From an optimization exercise on the open Yosys and OpenROAD flow, aimed at small area, a short achievable clock period and few clock cycles per item; shortcuts taken in it are not production practice.
RTL that was checked went through simulation tests only; none was proved equivalent to the original.

## garnet
==> flow/design.v (excerpt) <==
module sha256_byte_stream_hasher_top (
  input  logic        clk_i,
  input  logic        rst_ni,
  input  logic        s_axis_tvalid,
  output logic        s_axis_tready,
  input  logic [7:0]  s_axis_tdata,    
  input  logic        s_axis_tuser,    
  output logic        m_axis_tvalid,
  input  logic        m_axis_tready,
  output logic [31:0] m_axis_tdata,    
  output logic [2:0]  m_axis_tuser,    
  output logic        m_axis_tlast     
);
Size in the first run: ~9700 cells after synthesis, ~1800 flip-flops, about 51 I/O pins, roughly 0.095 mm2 of cells after synthesis.
==> flow/config.mk <==
export PLATFORM = sky130hd
export DESIGN_NAME = sha256_byte_stream_hasher_top
export DESIGN_NICKNAME = sha256_byte_stream_hasher_top
export VERILOG_FILES = /design/flow/design.v
export SDC_FILE = /design/flow/constraint.sdc
export NUM_CORES = 4
export LEC_CHECK = 0
export CAP_MARGIN = 20
export CORE_MARGIN = 2
export CORE_UTILIZATION = 50
export SETUP_SLACK_MARGIN = 5
export SLEW_MARGIN = 20
export TNS_END_PERCENT = 0
==> flow/constraint.sdc <==
create_clock -name core_clock -period 12.0 [get_ports {clk_i}]
set_input_delay 2.4000 -clock core_clock [delete_from_list [all_inputs] [get_ports {clk_i}]]
set_output_delay 2.4000 -clock core_clock [all_outputs]
set_load 0.01 [all_outputs]
standard.sh (not shown) runs the stock make flow with config.mk's settings and CLKGATE_MAP_FILE= SYNTH_SCRIPT=/design/flow/synth_recipe.tcl, a recipe that flattens the netlist after the stock synthesis.
==> flow/flow/run.sh <==
#!/bin/bash
set -euo pipefail
MARGIN=$(cat flow/margin.txt)
sed "s/SETUP_SLACK_MARGIN=[0-9.]*/SETUP_SLACK_MARGIN=${MARGIN}/" standard.sh > standard_margin.sh
bash standard_margin.sh > standard.log 2>&1
==> flow/flow/margin.txt <==
8.5
Input changes introduced in fjord (baseline for comparison: garnet):
-- flow/design.v --
<<< garnet, line 140
  logic [31:0] a1_q, a2_q, a3_q;
  logic [31:0] e0_q, e1_q, e2_q, e3_q;
  logic [31:0] t1_q, hkw_q, dhkw_q, kwa_q, kwd_q, k_q;
  logic [15:0][31:0] w_q;
  logic [7:0][31:0]  chain_q;
>>> fjord, line 140
  logic [31:0] a1_q, a2_q, a3_q;
  logic [31:0] e0_q, e1_q, e2_q, e3_q;
  logic [31:0] t1_q, hkw_q, dhkw_q, kw_q;
  logic [15:0][31:0] w_q;
  logic [7:0][31:0]  chain_q;
<<< garnet, line 152
  logic [31:0] s1, ch, esum, tsum, asum, sched;
  logic [31:0] sum1, sum2, sum3;
  logic [31:0] wsel, xh, xd, ha, hd;
  always_comb begin
    h0 = hfirst_q ? iv(0) : chain_q[0];
>>> fjord, line 152
  logic [31:0] s1, ch, esum, tsum, asum, sched;
  logic [31:0] sum1, sum2, sum3;
  logic [31:0] wsel, xh, hh, xd1, xd2;
  always_comb begin
    h0 = hfirst_q ? iv(0) : chain_q[0];
<<< garnet, line 179
  always_comb begin
    wsel = (run_q && rnd_q != 6'd63) ? w_q[2] : (kidx_q[0] ? blk_i[1] : blk_i[0]);
    ha   = 32'h0;
    hd   = 32'h0;
    if (run_q && rnd_q == 6'd61) begin
      ha = h0;
      hd = h4;
    end else if (!kidx_q[0] && (last_rnd || !run_q)) begin
      hd = blk_first_i ? iv(3) : (last_rnd ? h3 : 32'h0);
    end
    if (run_q) begin
      xh = e2_q;
      xd = a2_q;
    end else begin
      xh = blk_first_i ? iv(7) : e3_q;
      xd = blk_first_i ? 32'h0 : a3_q;
    end
  end
>>> fjord, line 179
  always_comb begin
    wsel = (run_q && rnd_q != 6'd63) ? w_q[2] : (kidx_q[0] ? blk_i[1] : blk_i[0]);
    if (run_q) begin
      xh  = e2_q;
      hh  = (rnd_q == 6'd62) ? h0 : 32'h0;
      xd1 = a2_q;
      xd2 = (rnd_q == 6'd62) ? h4 : 32'h0;
    end else begin
      xh  = blk_first_i ? iv(7) : e3_q;
      hh  = 32'h0;
      xd1 = blk_first_i ? iv(3) : a3_q;
      xd2 = (fin_q && !blk_first_i) ? h3 : 32'h0;
    end
  end
<<< garnet, line 258
      olast_q <= (oidx_q == 3'd6);
    end
    k_q <= round_k(kidx_d);
    if (!stall) begin
      kwa_q <= k_q + wsel + ha;
      kwd_q <= k_q + wsel + hd;
    end
    hkw_q  <= xh + kwa_q;
    dhkw_q <= xd + xh + kwd_q;
    for (int i = 0; i < 15; i++) w_q[i] <= take ? blk_i[i] : w_q[i+1];
    w_q[15] <= take ? blk_i[15] : sched;
>>> fjord, line 254
      olast_q <= (oidx_q == 3'd6);
    end
    if (!stall) kw_q <= round_k(kidx_q) + wsel;
    hkw_q  <= xh + kw_q + hh;
    dhkw_q <= xd1 + xd2 + xh + kw_q;
    for (int i = 0; i < 15; i++) w_q[i] <= take ? blk_i[i] : w_q[i+1];
    w_q[15] <= take ? blk_i[15] : sched;
Findings:
- Wire: fjord routes less than garnet
- Max multi-input combinational cell count across fjord and garnet: garnet
- Diff garnet -> fjord | portion of netlist area occupied by mux cells | increase of 0.38 points
- Looking only at clock buffer instance count of the final layout, and setting everything else aside, the higher value of fjord and garnet goes to fjord.
- | number of ordinary inverters in the final layout | lower: garnet |
- Compared with garnet, fjord shows a met3 usage in global routing that is 2.2 points lower.
- The higher area used by multi-input combinational logic of fjord and garnet is in garnet.
- [fjord] post-route minimum period fell 0.53 ns relative to garnet
Testbench counts of fjord, summed over its fixed seeds: cycles 72,292, bytes 62,794.
For garnet, only the layout was checked, not whether the RTL still works.

## what the ideal ports hide
No port has a modelled driver above. Below, the same layouts with a new extraction and two added sets of constraints. Step 1 sets driving cells, clkbuf_16 on the clock port and buf_2 on the other inputs (assumed; they add their load-dependent delay and slew). Step 2 moves the port delays by t, midway between the first and last clock arrival at a register: inputs arrive t later, outputs are due t later. That takes back most of the time a late clock gives input paths. Three values: ideal, step 1, step 2; two values: the first two.
run | shift t [ns] | setup slack, ns | latest minus earliest clock arrival (ns)
garnet | 0.925 | 6.365 / 6.365 / 5.586 | 0.052 / 0.052
fjord | 0.931 | 6.899 / 6.899 / 6.617 | 0.083 / 0.082
After both steps setup and hold are still met in every run listed. For garnet, which loses most, drivers alone change the setup slack by 0.000 ns; drivers and shift together by -0.779 ns.
